Context: an optimization exercise on an open-source flow, tuned for small area, a short achievable clock period and few clock cycles per item. The choices shown serve that exercise and are no tape-out recipe.
In this exercise RTL edits were held to simulation tests only and were not proved equivalent to the original.
Power figures rest on the tool's default switching activity, not on a simulated workload.

===== flow/run.sh =====
#!/bin/bash
# The standard layout (the standard.sh, standard synthesis unchanged), with
# one change: the port buffers that placement inserts are sky130_fd_sc_hd__buf_2
# cells instead of the delay cells buffer_ports picks by default. Every input and
# output port still gets its own buffer; the resizer may still resize them.
set -euo pipefail
export BUFFER_PORTS_ARGS="-buffer_cell sky130_fd_sc_hd__buf_2"
bash standard.sh finish > standard_make.log 2>&1

===== standard.sh =====
#!/bin/bash
# synth_recipe.tcl (not shown) runs the flow's synth.tcl, then flattens the netlist and writes it again
# the make line also repeats each setting of config.mk as NAME=value (left out here)
make -C /OpenROAD-flow-scripts/flow DESIGN_CONFIG=/design/flow/config.mk WORK_HOME=/design/flow/orfs CLKGATE_MAP_FILE= SYNTH_SCRIPT=/design/flow/synth_recipe.tcl "${@:-finish}"

===== config.mk =====
export PLATFORM = sky130hd
export DESIGN_NAME = pixel_frame_statistics_unit
export DESIGN_NICKNAME = pixel_frame_statistics_unit
export VERILOG_FILES = /design/flow/design.v
export SDC_FILE = /design/flow/constraint.sdc
export NUM_CORES = 4
export LEC_CHECK = 0
export ABC_AREA = 1
export CAP_MARGIN = 20
export CORE_MARGIN = 2
export CORE_UTILIZATION = 65
export CTS_BUF_LIST = sky130_fd_sc_hd__clkbuf_8
export CTS_CLUSTER_DIAMETER = 50
export CTS_CLUSTER_SIZE = 12
export PLACE_DENSITY = 0.8
export SETUP_SLACK_MARGIN = 2.75
export SLEW_MARGIN = 20
export TNS_END_PERCENT = 10

===== constraint.sdc =====
create_clock -name core_clock -period 4.5 [get_ports {i_clk}]
set_input_delay 0.9000 -clock core_clock [delete_from_list [all_inputs] [get_ports {i_clk}]]
set_output_delay 0.9000 -clock core_clock [all_outputs]
set_load 0.01 [all_outputs]

===== design.v =====
module pixel_frame_statistics_unit #(
    parameter int MAX_WIDTH  = 4096,
    parameter int MAX_HEIGHT = 4096
) (
    input  logic        i_clk,
    input  logic        i_rst_n,
    input  logic        i_cfg_we,
    input  logic [12:0] i_cfg_wdata,
    input  logic        i_pix_valid,
    output logic        o_pix_ready,
    input  logic [24:0] i_pix,
    output logic        o_rpt_valid,
    input  logic        i_rpt_ready,
    output logic [50:0] o_rpt
);
    logic [11:0] r_wm1;
    logic [11:0] r_col, r_row;
    logic [11:0] n_col;
    logic        r_first;               
    logic        r_ready;               
    logic        r_rep;                 
    logic [1:0]  r_kind;
    logic        r_last;                
    logic [23:0] r_bpos, r_dpos;        
    logic [23:0] r_bpix, r_dpix;        
    logic [9:0]  r_bsum, r_dsum;
    logic [23:0] r_max, r_min;          
    logic        p_valid;               
    logic [24:0] p_pix;
    logic [9:0]  p_sum;
    logic        p_wrap;                
    logic        accept, fold, taken;
    logic [9:0]  sum;
    logic        upd_b, upd_d;
    logic [2:0]  upd_max, upd_min;
    assign o_pix_ready = r_ready || (r_last && i_rpt_ready);
    assign accept      = i_pix_valid && o_pix_ready;
    assign fold        = p_valid;
    assign taken       = r_rep && i_rpt_ready;
    assign o_rpt_valid = r_rep;
    assign o_rpt       = {r_kind, r_bpos, r_bpix, r_last};
    function automatic logic gt_tree(input logic [15:0] a, input logic [15:0] b, input int n);
        logic [15:0] g, e;
        for (int i = 0; i < 16; i++) begin
            g[i] = (i < n) && a[i] && !b[i];
            e[i] = (i >= n) || !(a[i] ^ b[i]);
        end
        for (int d = 1; d < 16; d = d * 2) begin
            for (int i = 0; i + d < 16; i = i + 2 * d) begin
                g[i] = g[i + d] || (e[i + d] && g[i]);
                e[i] = e[i + d] && e[i];
            end
        end
        gt_tree = g[0];
    endfunction
    always_comb begin : b_sum
        logic [7:0] x, y, z;
        logic [8:0] cs, cc;             
        logic [8:0] g, t, p, gg, tt;
        x  = i_pix[24:17];
        y  = i_pix[16:9];
        z  = i_pix[8:1];
        cs = {1'b0, x ^ y ^ z};
        cc = {(x & y) | (x & z) | (y & z), 1'b0};
        g  = cs & cc;
        t  = cs | cc;
        p  = cs ^ cc;
        gg[0] = g[0];
        tt[0] = t[0];
        for (int i = 1; i < 9; i++) begin
            gg[i] = g[i] | ((t[i] & cs[i - 1]) & cc[i - 1]);
            tt[i] = t[i] & t[i - 1];
        end
        for (int d = 2; d < 9; d = d * 2) begin
            for (int i = 8; i >= d; i--) begin
                gg[i] = gg[i] | (tt[i] & gg[i - d]);
                tt[i] = tt[i] & tt[i - d];
            end
        end
        sum[0]   = p[0];
        sum[8:1] = p[8:1] ^ gg[7:0];
        sum[9]   = gg[8];
    end
    always_comb begin
        n_col = r_col;
        if (fold) begin
            if (p_pix[0] || p_wrap) n_col = '0;
            else                    n_col = r_col + 12'd1;
        end
    end
    always_ff @(posedge i_clk) begin
        p_pix  <= i_pix;
        p_sum  <= sum;
        if (fold && (p_pix[0] || p_wrap)) p_wrap <= r_wm1 == 12'd0;
        else p_wrap <= r_col >= r_wm1 || (fold && r_col + 12'd1 == r_wm1);
        if (!i_rst_n) p_valid <= 1'b0;
        else          p_valid <= accept;
    end
    always_ff @(posedge i_clk) begin
        if (!i_rst_n) begin
            r_wm1 <= 12'd639;
        end else if (i_cfg_we) begin
            if (i_cfg_wdata[12])
                r_wm1 <= 12'd4095;
            else if (i_cfg_wdata[11:0] == 12'd0)
                r_wm1 <= 12'd0;
            else
                r_wm1 <= i_cfg_wdata[11:0] - 12'd1;
        end
    end
    always_ff @(posedge i_clk) begin
        if (!i_rst_n) begin
            r_col   <= '0;
            r_row   <= '0;
            r_first <= 1'b1;
            r_ready <= 1'b1;
            r_rep   <= 1'b0;
            r_kind  <= 2'd0;
            r_last  <= 1'b0;
        end else begin
            r_col <= n_col;
            if (taken) begin
                r_kind <= r_kind + 2'd1;
                r_last <= r_kind == 2'd2;
                if (r_last) begin
                    r_rep   <= 1'b0;
                    r_ready <= 1'b1;
                end
            end
            if (accept && i_pix[0]) r_ready <= 1'b0;
            if (fold) begin
                r_first <= p_pix[0];
                if (p_pix[0]) begin
                    r_row <= '0;
                    r_rep <= 1'b1;
                end else if (p_wrap && r_row != 12'd4095) begin
                    r_row <= r_row + 12'd1;
                end
            end
        end
    end
    assign upd_b = fold && (r_first || gt_tree(16'(p_sum), 16'(r_bsum), 10));
    assign upd_d = fold && (r_first || gt_tree(16'(r_dsum), 16'(p_sum), 10));
    for (genvar i = 0; i < 3; i++) begin : g_ch
        assign upd_max[i] = fold && (r_first || gt_tree(16'(p_pix[8*i+1 +: 8]), 16'(r_max[8*i +: 8]), 8));
        assign upd_min[i] = fold && (r_first || gt_tree(16'(r_min[8*i +: 8]), 16'(p_pix[8*i+1 +: 8]), 8));
    end
    always_ff @(posedge i_clk) begin
        if (r_rep) begin
            if (i_rpt_ready) begin
                r_bpos <= r_dpos;
                r_bpix <= r_dpix;
                r_dpos <= '0;
                r_dpix <= r_max;
                r_max  <= r_min;
            end
        end else begin
            if (upd_b) begin
                r_bpos <= {r_col, r_row};
                r_bpix <= p_pix[24:1];
                r_bsum <= p_sum;
            end
            if (upd_d) begin
                r_dpos <= {r_col, r_row};
                r_dpix <= p_pix[24:1];
                r_dsum <= p_sum;
            end
            for (int i = 0; i < 3; i++) begin
                if (upd_max[i]) r_max[8*i +: 8] <= p_pix[8*i+1 +: 8];
                if (upd_min[i]) r_min[8*i +: 8] <= p_pix[8*i+1 +: 8];
            end
        end
    end
endmodule

==> insert_results.sql, run 1 <==
INSERT INTO impl_metrics (metric_group, metric, value, unit) VALUES
('cts', 'cts_tree', 'done', ''),
('critical_path', 'cp_num_buf_inv', '3', ''),
('floorplanning', 'io-pin-count', '96', ''),
('sta', 'tightestPinTransition', '0.918', 'ns'),
('yosys', 'avgSynthCellArea', '9.66', 'sq um'),
('cts', 'clk-insertion-delay-late', '0.58', 'ns'),
('worst_hold_path', 'whs_endpoint', 'p_pix[0]', ''),
('yosys', 'seq_area_frac_synth', '55.8', '%'),
('floorplanning', 'die_h', '138', 'um'),
('power', 'comb_power_share', '14.2', '%'),
('detailed_routing', 'dr_total_vias', '8781', ''),
('critical_path', 'worst-endpoint-required', '3.60', 'ns'),
('detailed_routing', 'wire_per_inst', '16.7', 'um'),
('place', 'post-dp-hpwl', '17600', 'um'),
('critical_path', 'crit_path_cells', 'buf_8 > a21oi_4 > inv_1 > buf_2', ''),
('global_routing', 'vias_in_the_first_global_route', '8191', ''),
('sta', 'max_slew_headroom', '38.7', '%'),
('sta', 'clock.fmax', '456', 'MHz'),
('sta', 'setup_tns', '0', 'ns'),
('worst_hold_path', 'worst_hold_startpoint', 'i_pix[0]', ''),
('cts', 'cts_root_buffer', 'clkbuf_8', ''),
('detailed_routing', 'dr.pass1.iters', '5', ''),
('yosys', 'synth-simple-area-share', '16.9', '%'),
('layout', 'drive_above_1_share', '14.5', '%'),
('cts', 'cts-htree-levels', '1', ''),
('floorplanning', 'fp.dieArea', '0.0190', 'sq mm'),
('critical_path', 'setup.worst_path.class', 'in2out', ''),
('yosys', 'synth_seq_cells', '243', ''),
('critical_path', 'start_kind', 'input port', ''),
('sta', 'finalSetupViolations', '0', ''),
('critical_path', 'crit_path_max_delay_family', 'buffers and inverters', ''),
('yosys', 'synth_edf_count', '164', ''),
('yosys', 'synth.distinct_cells', '46', ''),
('worst_hold_path', 'min_path_type', 'in2reg', ''),
('yosys', 'ys_async_sr_fraction', '0', '%'),
('place', 'gpl.final_weighted_congestion', '0.892', ''),
('yosys', 'synth-adder-area-share', '11.0', '%'),
('sta', 'skew', '0.0264', 'ns'),
('yosys', 'synth_top_flop_cell', 'edfxtp_1', ''),
('layout', 'antenna_cells_inserted', '0', ''),
('sta', 'rsz0062_at_grt', 'true', ''),
('critical_path', 'startpoint', 'i_rpt_ready', ''),
('critical_path', 'worstPathMaxFanout', '3', ''),
('place', 'dp_cells', '1504', ''),
('power', 'vdd_drop_max', '334', 'uV'),
('layout', 'final_util', '76.7', '%'),
('sta', 'max_slew_violation_count', '0', ''),
('floorplanning', 'rows', '48', ''),
('cts', 'cts_hold_buffers', '0', ''),
('critical_path', 'worst_ep_arrival_time', '1.30', 'ns'),
('layout', 'synthToLayoutAreaGrowth', '14.5', '%'),
('yosys', 'yosys-mux-area-fraction', '0', '%'),
('critical_path', 'cp_slowest_stage_delay', '0.13', 'ns'),
('power', 'netSwitchingFraction', '27.1', '%'),
('place', 'numPortBuffers', '95', ''),
('critical_path', 'r2r_cells', '10', ''),
('outcome', 'outcome', 'complete, no violations', ''),
('yosys', 'synthCells', '1207', ''),
('yosys', 'synth_area', '0.0117', 'sq mm'),
('power', 'cellLeakagePower', '0.00601', 'uW'),
('power', 'clock_power_share', '32.2', '%'),
('power', 'power_density_cells', '378', 'mW/mm^2'),
('global_routing', 'gr-usage-all-layers', '27.4', '%'),
('power', 'cellInternalPower', '3680', 'uW'),
('global_routing', 'grt_pass1_wl', '40400', 'um'),
('detailed_routing', 'via_per_inst', '5.58', ''),
('yosys', 'synth_nets', '1348', ''),
('yosys', 'synthesis.yosys.warnings', '1', ''),
('layout', 'layout.nets', '1467', ''),
('detailed_routing', 'post-route-drc-count', '0', ''),
('cts', 'cts_buffer_depth', '3', '');
final cells by class:
type	count	area (sq um)
fillers	1188	4070
flip-flops and latches	243	6530
inverters	179	683
multi-input cells	764	4580
clock inverters	22	191
well taps	225	282
clock buffers	30	413
repair buffers	110	681
metal layers:
metal	GRT usage [%]	vias up	wire, um	part of all wire, %
met1	38.7	4116	11300	43
met2	44.7	318	12600	48
li1	-	4293	-	-
met3	4.02	54	1830	6.9
met5	0	-	0	0
met4	7.48	0	644	2.4
kinds of logic after synthesis:
| family | Yosys count |
|---|---|
| AO/OA/AOI/OAI | 180 |
| XOR/XNOR | 13 |
| adder cells (fa/ha/maj) | 98 |
| buffers and inverters | 205 |
| flip-flops | 243 |
| AND/OR/NAND/NOR | 468 |
synthesized netlist by cell type, types with 11 or more instances:
| master | instances | area (sq um) |
|---|---|---|
| dfxtp_1 | 79 | 1580 |
| clkbuf_1 | 23 | 86.3 |
| nand3_1 | 57 | 285 |
| a21oi_1 | 69 | 345 |
| xor2_1 | 11 | 96.3 |
| inv_1 | 177 | 664 |
| o21ai_0 | 75 | 375 |
| ha_1 | 90 | 1130 |
| nand2_1 | 293 | 1100 |
| nand4_1 | 14 | 87.6 |
| nor2_1 | 73 | 274 |
| edfxtp_1 | 164 | 4920 |
sequential cells by signal, indices dropped and copies added (netlist names), 10 cells and up:
register  cells
r_wm1        12
r_col        12
p_sum        10
r_bpos       24
r_row        12
r_dsum       10
r_dpix       24
r_bsum       10
r_min        24
r_bpix       24
r_max        24
r_dpos       24
p_pix        25
worst max-delay path by stage:
stage / end / slack, ns / cells past startpoint
5_1_grt: r_dsum[8] / 2.26 / 10
3_3_place_gp: r_bpos[14] / 1.84 / 3
4_1_cts: o_pix_ready / 2.30 / 4
3_5_place_dp: r_bpos[14] / 1.74 / 3
2_1_floorplan: p_sum[6] / 2.12 / 8
6_report: o_pix_ready / 2.30 / 4
power groups by stage:
stage                     clock network, uW  registers [uW]  logic (uW)
after CTS                              1640            2700         666
after floorplan                           0            2710         433
after global routing                   1730            2730         811
after global placement                    0            2750         593
after detailed placement                  0            2760         625
final                                  1620            2710         715
worst reg2reg max path, stage by stage (launching register included):
cell        delay, ns
dfxtp_4          0.39
inv_2            0.06
ha_4             0.24
a21oi_2          0.11
nor2_1           0.05
a211o_1          0.22
o21bai_1         0.18
nand2_1          0.12
nand2_4          0.23
clkinvlp_4       0.13
buf_4            0.17
through the flow:
stage,worst slack (ns),hold WS [ns],instance area (sq um)
after floorplan,2.12,0.426,11700
after global placement,1.84,0.448,12400
after detailed placement,1.74,0.462,12400
after CTS,2.30,0.423,13200
after global routing,2.26,0.411,13400
final,2.30,0.436,13400
layout by cell type, fill, tap and decap left out, drive strengths merged, types with 3 or more instances in the layout:
cell type,n
nor3,11
a31o,5
xor2,11
nor3b,4
buf,108
ha,90
a211oi,5
a21oi,69
o21ai,76
dfxtp,79
o21bai,3
o21a,6
nand4,14
inv,192
nand3,58
edfxtp,164
fa,8
a211o,3
clkinv,5
bufinv,3
nor4,5
a31oi,3
nor2,76
nand2,300
o211ai,4
clkbuf,31
repair_timing:
action | CTS | global route
setup buffers | 5 | 5
hold endpoints to repair | 0 | 0
gates resized for setup | 15 | 21
pin swaps | 1 | 3
gates cloned | 3 | 4
setup endpoints to repair | 321 | 247
Testbench counts, summed over its fixed seeds: cycles 32,511, pixels 31,687.
==> run 2, diff against run 1 <==
--- a/config.mk
+++ b/config.mk
@@ -9,10 +9,10 @@
 export CAP_MARGIN = 20
 export CORE_MARGIN = 2
 export CORE_UTILIZATION = 65
-export CTS_BUF_LIST = sky130_fd_sc_hd__clkbuf_8
-export CTS_CLUSTER_DIAMETER = 50
-export CTS_CLUSTER_SIZE = 12
+export CTS_BUF_LIST = sky130_fd_sc_hd__clkbuf_16
+export CTS_CLUSTER_DIAMETER = 80
+export CTS_CLUSTER_SIZE = 20
 export PLACE_DENSITY = 0.8
-export SETUP_SLACK_MARGIN = 2.75
+export SETUP_SLACK_MARGIN = 2.5
 export SLEW_MARGIN = 20
 export TNS_END_PERCENT = 10
==> run 2 against run 1 <==
Still clean on timing, DRC and antenna. Die area stayed put. Non-clock buffer count is 1 lower. Clock power is 12% lower. Flip-flop and latch count stayed put. Synthesized cell count stayed put. Count of clock-buffer cells in the layout is 13 lower. Register-to-register slack better by 0.06 ns. Sequential power hardly changed. Hold slack better by 0.027 ns. Combinational power is 1% higher. Sequential share of layout area is 0.55 points higher. Clock skew is 0.015 ns lower. Critical endpoint unchanged.
==> insert_results.sql, run 2 <==
INSERT INTO impl_metrics (metric_group, metric, value, unit) VALUES
('outcome', 'outcome', 'complete, no violations', ''),
('yosys', 'synth_nets', '1348', ''),
('power', 'p_sw', '1270', 'uW'),
('global_routing', 'gr-usage-all-layers', '26.7', '%'),
('critical_path', 'start_kind', 'input port', ''),
('sta', 'rsz0062_at_grt', 'true', ''),
('yosys', 'synth-adder-area-share', '11.0', '%'),
('sta', 'finalSetupViolations', '0', ''),
('detailed_routing', 'wire_per_inst', '16.0', 'um'),
('layout', 'layout.nets', '1453', ''),
('power', 'clock_power_share', '29.3', '%'),
('yosys', 'avgSynthCellArea', '9.66', 'sq um'),
('power', 'power_density_cells', '367', 'mW/mm^2'),
('power', 'total_power', '4840', 'uW'),
('sta', 'period_needed', '2.21', 'ns'),
('global_routing', 'grt_max_degree', '50', ''),
('sta', 'max_slew_violation_count', '0', ''),
('detailed_routing', 'via_per_inst', '5.52', ''),
('place', 'dpl-instance-area', '0.0124', 'sq mm'),
('layout', 'drive_above_1_share', '13.7', '%'),
('yosys', 'synth_seq_cells', '243', ''),
('critical_path', 'worst-endpoint-required', '3.60', 'ns'),
('sta', 'tightestPinTransition', '0.887', 'ns'),
('power', 'seqPwrFrac', '55.7', '%'),
('cts', 'cts_root_buffer', 'clkbuf_16', ''),
('critical_path', 'reg2reg_to', 'r_max[19]', ''),
('layout', 'mostFrequentLayoutCell', 'nand2_1', ''),
('worst_hold_path', 'min_path_type', 'reg2reg', ''),
('sta', 'clock.fmax', '452', 'MHz'),
('yosys', 'synth_edf_count', '164', ''),
('critical_path', 'cp_num_buf_inv', '3', ''),
('power', 'comb_power_share', '15.0', '%'),
('critical_path', 'r2r_setup_slk', '2.42', 'ns'),
('critical_path', 'crit_slowest_cell', 'a21oi_4', ''),
('cts', 'cts_tree', 'done', ''),
('critical_path', 'cp_slowest_stage_delay', '0.14', 'ns'),
('critical_path', 'crit_path_cells', 'buf_8 > a21oi_4 > inv_2 > buf_6', ''),
('floorplanning', 'die_width', '138', 'um'),
('sta', 'setup_tns', '0', 'ns'),
('place', 'post-place-ws', '1.85', 'ns'),
('yosys', 'synthCells', '1207', ''),
('layout', 'largest_register_ffs', '25', ''),
('detailed_routing', 'residual_antenna_violating_net_count_after_detailed_routing', '0', ''),
('cts', 'clk-insertion-delay-late', '0.48', 'ns'),
('layout', 'final_cell_area', '0.0132', 'sq mm'),
('critical_path', 'r2r_cells', '7', ''),
('cts', 'cts.sinks', '243', ''),
('place', 'numPortBuffers', '95', ''),
('floorplanning', 'floorplan.initialDensity', '66.9', '%'),
('place', 'gpl.final_weighted_congestion', '0.884', ''),
('sta', 'max_slew_headroom', '40.8', '%'),
('yosys', 'synth_top_family_by_area', 'simple AND/OR/NAND/NOR gates', ''),
('yosys', 'synth_top_flop_cell', 'edfxtp_1', ''),
('critical_path', 'crit_cells', '4', ''),
('detailed_routing', 'detailedRoute.firstIterationViolations', '739', ''),
('power', 'cellLeakagePower', '0.00591', 'uW'),
('yosys', 'ys_async_sr_fraction', '0', '%'),
('floorplanning', 'rows', '48', ''),
('sta', 'setup_ws', '2.29', 'ns'),
('place', 'dp_cells', '1504', ''),
('detailed_routing', 'dr.pass1.iters', '7', ''),
('critical_path', 'crit_path_max_delay_family', 'buffers and inverters', ''),
('layout', 'antenna_cells_inserted', '0', ''),
('layout', 'nFillCells', '1179', ''),
('yosys', 'yosys.area.top_type', 'edfxtp_1', ''),
('layout', 'synthToLayoutAreaGrowth', '13.1', '%'),
('place', 'post-dp-hpwl', '17300', 'um'),
('critical_path', 'worst_ep_arrival_time', '1.31', 'ns'),
('detailed_routing', 'route.final.wire_length', '24700', 'um'),
('global_routing', 'number_of_antenna_violations_at_the_first_check_in_global_routing', '1', ''),
('yosys', 'synth_largest_type_area_fraction', '42.2', '%'),
('layout', 'instances_no_fill', '1547', ''),
('critical_path', 'rr_startpoint', 'p_pix[18]', ''),
('yosys', 'synth-simple-area-share', '16.9', '%'),
('critical_path', 'setup.worst_path.class', 'in2out', ''),
('yosys', 'synthesis.yosys.warnings', '1', ''),
('critical_path', 'worstPathMaxFanout', '2', ''),
('cts', 'cts-htree-levels', '1', ''),
('power', 'netSwitchingFraction', '26.3', '%'),
('sta', 'timing.final.crit_share', '49.1', '%'),
('floorplanning', 'fp.dieArea', '0.0190', 'sq mm'),
('cts', 'cts_made_buffers', '16', ''),
('yosys', 'synth_compound_area_share', '8.57', '%'),
('critical_path', 'crit_path_end', 'o_pix_ready', ''),
('yosys', 'synth.distinct_cells', '46', ''),
('layout', 'max_flop_register', 'p_pix', ''),
('cts', 'cts_buffer_depth', '3', ''),
('global_routing', 'global_route.overflow_total', '0', ''),
('yosys', 'synth_xor_area_share', '0.977', '%'),
('sta', 'timing.final.hold_violations', '0', ''),
('critical_path', 'critPathCaptureType', 'output port', ''),
('cts', 'cts_hold_buffers', '0', ''),
('flow_run', 'timing.max_cap.violations', '0', ''),
('power', 'vdd_drop_max', '310', 'uV'),
('cts', 'worst_setup_hold_path_clk_slew', '0.08', 'ns'),
('yosys', 'synthMostInstantiatedCell', 'nand2_1', ''),
('global_routing', 'grt_pass1_wl', '39700', 'um'),
('detailed_routing', 'post-route-drc-count', '0', ''),
('critical_path', 'startpoint', 'i_rpt_ready', ''),
('floorplanning', 'io-pin-count', '96', ''),
('global_routing', 'vias_in_the_first_global_route', '8125', ''),
('layout', 'mostFrequentLayoutCells', 'nand2_1 (287), inv_1 (180), edfxtp_1 (164), buf_2 (93), ha_1 (85)', ''),
('yosys', 'seq_area_frac_synth', '55.8', '%'),
('yosys', 'synth_area', '0.0117', 'sq mm'),
('floorplanning', 'core_area', '0.0174', 'sq mm'),
('detailed_routing', 'dr_total_vias', '8545', ''),
('sta', 'skew', '0.0109', 'ns'),
('power', 'cellInternalPower', '3570', 'uW'),
('yosys', 'synth.area.top_cells', 'edfxtp_1 (42%), dfxtp_1 (14%), ha_1 (9.7%)', ''),
('yosys', 'post_synth_most_frequent_cells', 'nand2_1 (293), inv_1 (177), edfxtp_1 (164), ha_1 (90), dfxtp_1 (79)', ''),
('floorplanning', 'die_h', '138', 'um'),
('yosys', 'yosys-mux-area-fraction', '0', '%');
## run 2: cell types whose count changed in the layout (fill, tap and decap cells not counted), moves of 3 or more
cell / before / now
bufinv_16: 3 / 0
clkbuf_16: 1 / 17
clkbuf_8: 30 / 0
inv_1: 185 / 180
inv_2: 2 / 5
nand2_4: 3 / 6
nand2_8: 7 / 3
## run 2: layout make-up
type	instances	area [sq um]	share of cell area [%]
Sequential cell	243	6520	49.4
Inverter	179	683	5.18
Multi-Input combinational cell	763	4570	34.6
Clock buffer	17	425	3.23
Clock inverter	11	53.8	0.408
Tap cell	225	282	2.13
Timing Repair Buffer	109	657	4.98
## run 2: worst min path at each step
stage / end / startpoint / cells past startpoint
final: r_dsum[1] / p_sum[1] / 0
after global placement: r_bsum[0] / p_sum[0] / 0
after detailed placement: r_dsum[0] / p_sum[0] / 0
after global routing: r_dsum[1] / p_sum[1] / 0
after floorplan: r_bsum[0] / p_sum[0] / 0
after CTS: r_bsum[0] / p_sum[0] / 0
## run 2: routing by layer
metal  part of all wire, %  vias to the layer above  GRT usage, %
met4                   1.7                        0          6.35
met3                   6.0                       34          2.96
met1                    44                     3989          37.9
li1                      -                     4253             -
met2                    48                      269          44.5
met5                     0                        -             0
## run 2: what timing repair did
item / 4_1_cts / 5_1_grt
cloned: 2 / 2
buffers inserted: 8 / 3
gates resized for setup: 23 / 22
pin swaps: 2 / 12
setup endpoints to repair: 219 / 132
## run 2: per-stage QoR
stage | util, % | hold WS, ns
after floorplan | - | 0.426
after global placement | 70.9 | 0.457
after detailed placement | 71.1 | 0.469
after CTS | 75.0 | 0.477
after global routing | 75.7 | 0.468
final | 75.7 | 0.463
## run 2: cells by family after synthesis
family,after synthesis
AND/OR/NAND/NOR,468
adder cells (fa/ha/maj),98
XOR/XNOR,13
buffers and inverters,205
AO/OA/AOI/OAI,180
flip-flops,243
## run 2: power groups by stage
stage          logic [uW]  clock network, uW  registers [uW]
2_1_floorplan         431                  0            2710
3_3_place_gp          586                  0            2740
3_5_place_dp          630                  0            2750
4_1_cts               676               1430            2690
5_1_grt               826               1510            2710
6_report              723               1420            2700
==> run 3, diff against run 2 <==
--- a/config.mk
+++ b/config.mk
@@ -13,6 +13,6 @@
 export CTS_CLUSTER_DIAMETER = 80
 export CTS_CLUSTER_SIZE = 20
 export PLACE_DENSITY = 0.8
-export SETUP_SLACK_MARGIN = 2.5
+export SETUP_SLACK_MARGIN = 2.0
 export SLEW_MARGIN = 20
 export TNS_END_PERCENT = 10
==> run 3 against run 2 <==
Still clean. Cell count down 0.90%. Sequential power about the same. Synthesized area unchanged. Combinational power down 12%. Cell area down 2.4%. Non-clock buffer count down 10.
==> insert_results.sql, run 3 <==
INSERT INTO impl_metrics (metric_group, metric, value, unit) VALUES
('outcome', 'outcome', 'complete, no violations', ''),
('yosys', 'synthMostInstantiatedCell', 'nand2_1', ''),
('sta', 'hold-worst-slack', '0.479', 'ns'),
('layout', 'drive_above_1_share', '10.6', '%'),
('yosys', 'synth_seq_cells', '243', ''),
('detailed_routing', 'via_per_inst', '5.52', ''),
('yosys', 'synthCells', '1207', ''),
('cts', 'cts-htree-levels', '1', ''),
('yosys', 'avgSynthCellArea', '9.66', 'sq um'),
('detailed_routing', 'wire_per_inst', '15.5', 'um'),
('sta', 'tightestPinTransition', '0.881', 'ns'),
('layout', 'max_flop_register', 'p_pix', ''),
('yosys', 'synth_area', '0.0117', 'sq mm'),
('sta', 'setup_tns', '0', 'ns'),
('cts', 'worst_setup_hold_path_clk_slew', '0.08', 'ns'),
('critical_path', 'worst_ep_arrival_time', '1.51', 'ns'),
('layout', 'largest_register_ffs', '25', ''),
('detailed_routing', 'post-route-drc-count', '0', ''),
('critical_path', 'worst-endpoint-required', '3.60', 'ns'),
('floorplanning', 'die_h', '138', 'um'),
('floorplanning', 'die_width', '138', 'um'),
('detailed_routing', 'residual_antenna_violating_net_count_after_detailed_routing', '0', ''),
('yosys', 'ys_async_sr_fraction', '0', '%'),
('critical_path', 'crit_path_cells', 'buf_16 > buf_2', ''),
('cts', 'cts_tree', 'done', ''),
('yosys', 'seq_area_frac_synth', '55.8', '%'),
('critical_path', 'crit_slowest_cell', 'dfxtp_4', ''),
('floorplanning', 'io-pin-count', '96', ''),
('global_routing', 'global_route.overflow_total', '0', ''),
('cts', 'cts_buffer_depth', '3', ''),
('sta', 'timing.final.crit_share', '53.6', '%'),
('yosys', 'synth.area.top_cells', 'edfxtp_1 (42%), dfxtp_1 (14%), ha_1 (9.7%)', ''),
('cts', 'cts_hold_buffers', '0', ''),
('sta', 'timing.final.hold_violations', '0', ''),
('layout', 'antenna_cells_inserted', '0', ''),
('cts', 'cts_made_buffers', '16', ''),
('sta', 'skew', '0.0180', 'ns'),
('detailed_routing', 'dr_total_vias', '8460', ''),
('yosys', 'synthesis.yosys.warnings', '1', ''),
('global_routing', 'gr-usage-all-layers', '25.7', '%'),
('place', 'numPortBuffers', '95', ''),
('cts', 'cts_root_buffer', 'clkbuf_16', ''),
('layout', 'layout.nets', '1439', ''),
('detailed_routing', 'dr.pass1.iters', '5', ''),
('layout', 'final_cell_area', '0.0129', 'sq mm'),
('place', 'post-dp-hpwl', '17000', 'um'),
('yosys', 'synth_nets', '1348', ''),
('cts', 'clk-insertion-delay-late', '0.49', 'ns'),
('power', 'power_density_cells', '368', 'mW/mm^2'),
('critical_path', 'setup.worst_path.class', 'reg2out', ''),
('floorplanning', 'floorplan.initialDensity', '66.9', '%'),
('sta', 'rsz0062_at_grt', 'false', ''),
('yosys', 'synth.distinct_cells', '46', ''),
('sta', 'max_slew_headroom', '41.2', '%'),
('power', 'total_power', '4740', 'uW'),
('sta', 'max_slew_violation_count', '0', ''),
('layout', 'synthToLayoutAreaGrowth', '10.5', '%'),
('power', 'vdd_drop_max', '357', 'uV'),
('power', 'cellLeakagePower', '0.00582', 'uW'),
('sta', 'clock.fmax', '415', 'MHz'),
('detailed_routing', 'detailedRoute.firstIterationViolations', '825', ''),
('sta', 'finalSetupViolations', '0', ''),
('yosys', 'synth_top_flop_cell', 'edfxtp_1', ''),
('place', 'dpl-instance-area', '0.0123', 'sq mm'),
('critical_path', 'worstPathMaxFanout', '79', ''),
('layout', 'instances_no_fill', '1533', ''),
('critical_path', 'start_kind', 'register', ''),
('yosys', 'yosys.area.top_type', 'edfxtp_1', ''),
('global_routing', 'number_of_antenna_violations_at_the_first_check_in_global_routing', '0', ''),
('critical_path', 'cp_num_buf_inv', '2', ''),
('critical_path', 'cp_slowest_stage_delay', '0.50', 'ns'),
('detailed_routing', 'route.final.wire_length', '23700', 'um'),
('yosys', 'post_synth_most_frequent_cells', 'nand2_1 (293), inv_1 (177), edfxtp_1 (164), ha_1 (90), dfxtp_1 (79)', ''),
('yosys', 'synth_largest_type_area_fraction', '42.2', '%'),
('flow_run', 'timing.max_cap.violations', '0', ''),
('floorplanning', 'rows', '48', ''),
('global_routing', 'vias_in_the_first_global_route', '8041', ''),
('critical_path', 'r2r_setup_slk', '2.13', 'ns'),
('place', 'gpl.final_weighted_congestion', '0.857', ''),
('worst_hold_path', 'min_path_type', 'reg2reg', ''),
('floorplanning', 'core_area', '0.0174', 'sq mm'),
('global_routing', 'grt_pass1_wl', '38400', 'um'),
('cts', 'cts.sinks', '243', ''),
('layout', 'mostFrequentLayoutCell', 'nand2_1', ''),
('critical_path', 'critPathCaptureType', 'output port', ''),
('layout', 'mostFrequentLayoutCells', 'nand2_1 (291), inv_1 (186), edfxtp_1 (164), buf_2 (95), ha_1 (90)', ''),
('global_routing', 'grt_max_degree', '80', ''),
('critical_path', 'crit_path_max_delay_family', 'flip-flops', ''),
('sta', 'period_needed', '2.41', 'ns'),
('floorplanning', 'fp.dieArea', '0.0190', 'sq mm'),
('place', 'dp_cells', '1503', ''),
('yosys', 'synth_edf_count', '164', '');
[run 3: cell counts after synthesis]
Identical to the previous run, type by type.
[run 3: area by class of cell]
cell class / instances / area [sq um]
clock inverters: 11 / 58.8
fillers: 1241 / 4540
clock buffers: 17 / 425
flip-flops and latches: 243 / 6510
inverters: 179 / 672
multi-input cells: 759 / 4380
well taps: 225 / 282
repair buffers: 99 / 552
[run 3: per-stage QoR]
stage / util (%) / setup slack [ns]
finish: 73.9 / 2.09
global route: 73.9 / 2.01
CTS: 73.8 / 1.99
detailed placement: 70.8 / 1.79
global placement: 70.7 / 1.84
floorplan: - / 1.96
[run 3: where the power goes]
group          leakage [uW]  switching, uW  internal, uW  total (uW)
combinational       0.00336            394           241         635
clock              0.000268            725           693        1420
sequential          0.00219            106          2580        2690
total               0.00582           1220          3520        4740
[run 3: path summary, 6_finish.rpt]
kind / end / startpoint / depth (start not counted)
setup / recovery: o_rpt_valid / r_rep / 2
hold / removal: r_dsum[0] / p_sum[0] / 0
setup reg to reg: r_dpix[19] / p_sum[5] / 10
hold reg to reg: r_dsum[0] / p_sum[0] / 0
[run 3: cells by family (layout without fill, tap and decap cells)]
kind of cell | count (synthesis) | after routing | share of synthesized area, %
AND/OR/NAND/NOR | 468 | 468 | 16.9
flip-flops | 243 | 243 | 55.8
buffers and inverters | 205 | 306 | 6.71
AO/OA/AOI/OAI | 180 | 180 | 8.57
adder cells (fa/ha/maj) | 98 | 98 | 11.0
XOR/XNOR | 13 | 13 | 0.977
[run 3: layer usage]
metal | vias to the layer above | routed length (um) | GRT usage (%)
met5 | - | 0 | 0
met4 | 0 | 451 | 5.61
met3 | 41 | 1380 | 2.92
met2 | 278 | 11300 | 43.1
met1 | 3921 | 10700 | 36.4
li1 | 4220 | - | -
[run 3: what timing repair did]
item,in CTS,in global routing
hold endpoints to repair,0,0
gates resized for setup,4,1
buffers inserted,1,1
endpoints found under the setup margin,77,1
gates cloned,0,0
==> run 4, diff against run 3 <==
--- a/config.mk
+++ b/config.mk
@@ -8,11 +8,11 @@
 export ABC_AREA = 1
 export CAP_MARGIN = 20
 export CORE_MARGIN = 2
-export CORE_UTILIZATION = 65
+export CORE_UTILIZATION = 60
 export CTS_BUF_LIST = sky130_fd_sc_hd__clkbuf_16
 export CTS_CLUSTER_DIAMETER = 80
 export CTS_CLUSTER_SIZE = 20
-export PLACE_DENSITY = 0.8
-export SETUP_SLACK_MARGIN = 2.0
+export PLACE_DENSITY = 0.7
+export SETUP_SLACK_MARGIN = 2.5
 export SLEW_MARGIN = 20
 export TNS_END_PERCENT = 10
==> run 4 against run 3 <==
Sequential power hardly changed. Synthesized area stayed put. Setup slack better by 0.22 ns. Flip-flop and latch count stayed put. Combinational power is 14% higher. Critical path depth is 2 higher. Critical path type is now in2out. Clock power hardly changed. Cell count is 3.3% higher. Cell area is 2.9% higher. Routed wire length is 2.6% higher. First-iteration DRC count is 31% lower. Count of clock-buffer cells in the layout stayed put.
==> insert_results.sql, run 4 <==
INSERT INTO impl_metrics (metric_group, metric, value, unit) VALUES
('yosys', 'synthMostInstantiatedCell', 'nand2_1', ''),
('place', 'post-dp-hpwl', '17000', 'um'),
('layout', 'synthToLayoutAreaGrowth', '13.7', '%'),
('critical_path', 'worstPathMaxFanout', '3', ''),
('detailed_routing', 'detailedRoute.firstIterationViolations', '570', ''),
('yosys', 'synth_top_flop_cell', 'edfxtp_1', ''),
('worst_hold_path', 'min_path_type', 'reg2reg', ''),
('cts', 'cts_root_buffer', 'clkbuf_16', ''),
('yosys', 'post_synth_most_frequent_cells', 'nand2_1 (293), inv_1 (177), edfxtp_1 (164), ha_1 (90), dfxtp_1 (79)', ''),
('power', 'seqPwrFrac', '55.7', '%'),
('critical_path', 'start_kind', 'input port', ''),
('sta', 'rsz0062_at_grt', 'true', ''),
('critical_path', 'critPathCaptureType', 'output port', ''),
('sta', 'finalSetupViolations', '0', ''),
('cts', 'cts_buffer_depth', '3', ''),
('power', 'power_density_cells', '364', 'mW/mm^2'),
('yosys', 'seq_area_frac_synth', '55.8', '%'),
('yosys', 'synthCells', '1207', ''),
('global_routing', 'gr-usage-all-layers', '24.0', '%'),
('global_routing', 'grtUsageMet3', '3.13', '%'),
('floorplanning', 'floorplan.initialDensity', '61.7', '%'),
('global_routing', 'vias_in_the_first_global_route', '7915', ''),
('detailed_routing', 'residual_antenna_violating_net_count_after_detailed_routing', '0', ''),
('outcome', 'outcome', 'complete, no violations', ''),
('sta', 'hold-worst-slack', '0.466', 'ns'),
('power', 'vdd_drop_max', '294', 'uV'),
('cts', 'cts_made_buffers', '16', ''),
('detailed_routing', 'via_per_inst', '5.33', ''),
('cts', 'worst_setup_hold_path_clk_slew', '0.07', 'ns'),
('power', 'total_power', '4820', 'uW'),
('cts', 'cts_tree', 'done', ''),
('sta', 'max_slew_violation_count', '0', ''),
('detailed_routing', 'route.final.wire_length', '24400', 'um'),
('power', 'p_sw', '1260', 'uW'),
('global_routing', 'global_route.usage.met2', '39.3', '%'),
('global_routing', 'top_usage_layer', 'met2', ''),
('sta', 'timing.final.hold_violations', '0', ''),
('power', 'comb_power_share', '14.9', '%'),
('sta', 'skew', '0.0134', 'ns'),
('yosys', 'synth_area', '0.0117', 'sq mm'),
('yosys', 'yosys.area.top_type', 'edfxtp_1', ''),
('yosys', 'synth.area.top_cells', 'edfxtp_1 (42%), dfxtp_1 (14%), ha_1 (9.7%)', ''),
('floorplanning', 'io-pin-count', '96', ''),
('power', 'cellInternalPower', '3570', 'uW'),
('power', 'netSwitchingFraction', '26.1', '%'),
('yosys', 'synth_nets', '1348', ''),
('sta', 'clock.fmax', '457', 'MHz'),
('cts', 'cts-htree-levels', '1', ''),
('layout', 'mostFrequentLayoutCell', 'nand2_1', ''),
('power', 'clock_power_share', '29.3', '%'),
('sta', 'max_slew_headroom', '32.5', '%'),
('flow_run', 'timing.max_cap.violations', '0', ''),
('floorplanning', 'rows', '50', ''),
('yosys', 'ys_async_sr_fraction', '0', '%'),
('cts', 'cts.sinks', '243', ''),
('global_routing', 'global_route.overflow_total', '0', ''),
('layout', 'drive_above_1_share', '13.4', '%'),
('yosys', 'synth_largest_type_area_fraction', '42.2', '%'),
('floorplanning', 'fp.dieArea', '0.0206', 'sq mm'),
('yosys', 'synthesis.yosys.warnings', '1', ''),
('layout', 'largest_register_ffs', '25', ''),
('global_routing', 'grt_max_degree', '46', ''),
('place', 'gpl.final_weighted_congestion', '0.886', ''),
('cts', 'clk-insertion-delay-late', '0.49', 'ns'),
('layout', 'max_flop_register', 'p_pix', ''),
('sta', 'setup_tns', '0', 'ns'),
('critical_path', 'worst-endpoint-required', '3.60', 'ns'),
('floorplanning', 'core_area', '0.0189', 'sq mm'),
('detailed_routing', 'dr.pass1.iters', '6', ''),
('global_routing', 'grt_pass1_wl', '39100', 'um'),
('layout', 'layout.nets', '1454', ''),
('layout', 'mostFrequentLayoutCells', 'nand2_1 (287), inv_1 (183), edfxtp_1 (164), buf_2 (94), ha_1 (86)', ''),
('layout', 'antenna_cells_inserted', '0', ''),
('floorplanning', 'die_h', '143', 'um'),
('detailed_routing', 'post-route-drc-count', '0', ''),
('critical_path', 'setup.worst_path.class', 'in2out', ''),
('detailed_routing', 'wire_per_inst', '15.4', 'um'),
('yosys', 'synth_seq_cells', '243', ''),
('floorplanning', 'die_width', '143', 'um'),
('sta', 'timing.final.crit_share', '48.7', '%'),
('yosys', 'synth.distinct_cells', '46', ''),
('place', 'numPortBuffers', '95', ''),
('global_routing', 'number_of_antenna_violations_at_the_first_check_in_global_routing', '0', ''),
('global_routing', 'groute.layer.met1.usage', '34.6', '%'),
('detailed_routing', 'dr_total_vias', '8435', ''),
('yosys', 'synth_edf_count', '164', ''),
('critical_path', 'worst_ep_arrival_time', '1.29', 'ns'),
('yosys', 'avgSynthCellArea', '9.66', 'sq um'),
('sta', 'period_needed', '2.19', 'ns'),
('sta', 'tightestPinTransition', '1.01', 'ns'),
('power', 'cellLeakagePower', '0.00591', 'uW');
-- run 4: timing repair --
item,4_1_cts,5_1_grt
pin swaps,1,8
resized for setup,20,21
gates cloned,3,1
hold buffers,0,0
buffers inserted,9,2
setup endpoints to repair,219,169
-- run 4: cell type report --
| type | count | area (sq um) |
|---|---|---|
| Timing Repair Buffer | 111 | 687 |
| Sequential cell | 243 | 6520 |
| Clock buffer | 17 | 425 |
| Tap cell | 260 | 325 |
| Fill cell | 1512 | 5640 |
| Clock inverter | 11 | 58.8 |
| Multi-Input combinational cell | 762 | 4550 |
| Inverter | 179 | 683 |
-- run 4: kinds of logic after synthesis --
logic type	count (synthesis)	share of synthesized area, %
AO/OA/AOI/OAI	180	8.57
XOR/XNOR	13	0.977
adder cells (fa/ha/maj)	98	11.0
flip-flops	243	55.8
buffers and inverters	205	6.71
AND/OR/NAND/NOR	468	16.9
-- run 4: final timing paths --
path                             startpoint          end  slack, ns  depth (start not counted)
worst min-delay path               p_sum[0]    r_dsum[0]       0.47                          0
worst max-delay path            i_rpt_ready  o_pix_ready       2.31                          4
worst min register to register     p_sum[0]    r_dsum[0]       0.47                          0
worst max register to register     p_sum[1]    r_dsum[0]       2.42                         10
-- run 4: critical path: stages --
cell     delay [ns]
buf_8          0.10
a21oi_4        0.11
inv_1          0.04
buf_2          0.13
-- run 4: power groups by stage --
stage,registers [uW],clock network [uW],logic (uW)
detailed placement,2740,0,624
finish,2690,1410,721
global route,2710,1500,827
CTS,2680,1440,676
floorplan,2710,0,431
global placement,2740,0,604
-- run 4: metal layers --
layer,wire length [um],vias to the layer above
li1,-,4254
met1,11300,3913
met2,11300,234
met3,1360,34
met4,423,0
met5,0,-
-- run 4: stage by stage --
| step | utilization (%) | area [sq um] | cells | setup WS, ns |
|---|---|---|---|---|
| 3_3_place_gp | 65.7 | 12400 | 1540 | 1.77 |
| 3_5_place_dp | 65.7 | 12400 | 1540 | 1.74 |
| 2_1_floorplan | - | 11700 | 1207 | 2.12 |
| 6_report | 70.1 | 13300 | 1583 | 2.31 |
| 4_1_cts | 69.6 | 13100 | 1580 | 2.31 |
| 5_1_grt | 70.1 | 13300 | 1583 | 2.29 |

-- what the ideal ports hide --
No port has a modelled driver above. Below, the same layouts with a new extraction and two added sets of constraints. Step 1, drivers: a clkbuf_16 drives i_clk and a buf_2 each remaining input, both assumed. Step 2, shift: input delay + t, output delay - t, t = (earliest + latest rising clock arrival at the registers) / 2. This alone moves slack from input paths to output paths. a / b / c = ideal / step 1 / step 2; a / b = the first two.
run | t (ns) | slack for setup (ns) | worst setup path at the end
run 1 | 0.603 | 2.305 / 2.264 / 1.806 | input to register
run 2 | 0.521 | 2.288 / 2.235 / 1.822 | input to register
run 3 | 0.527 | 2.089 / 2.040 / 1.779 | input to register
run 4 | 0.525 | 2.310 / 2.269 / 1.841 | input to register
After both steps setup and hold are still met in every run listed. The setup slack of run 1, which loses most, moves by -0.041 ns with the drivers and by -0.499 ns with both steps.
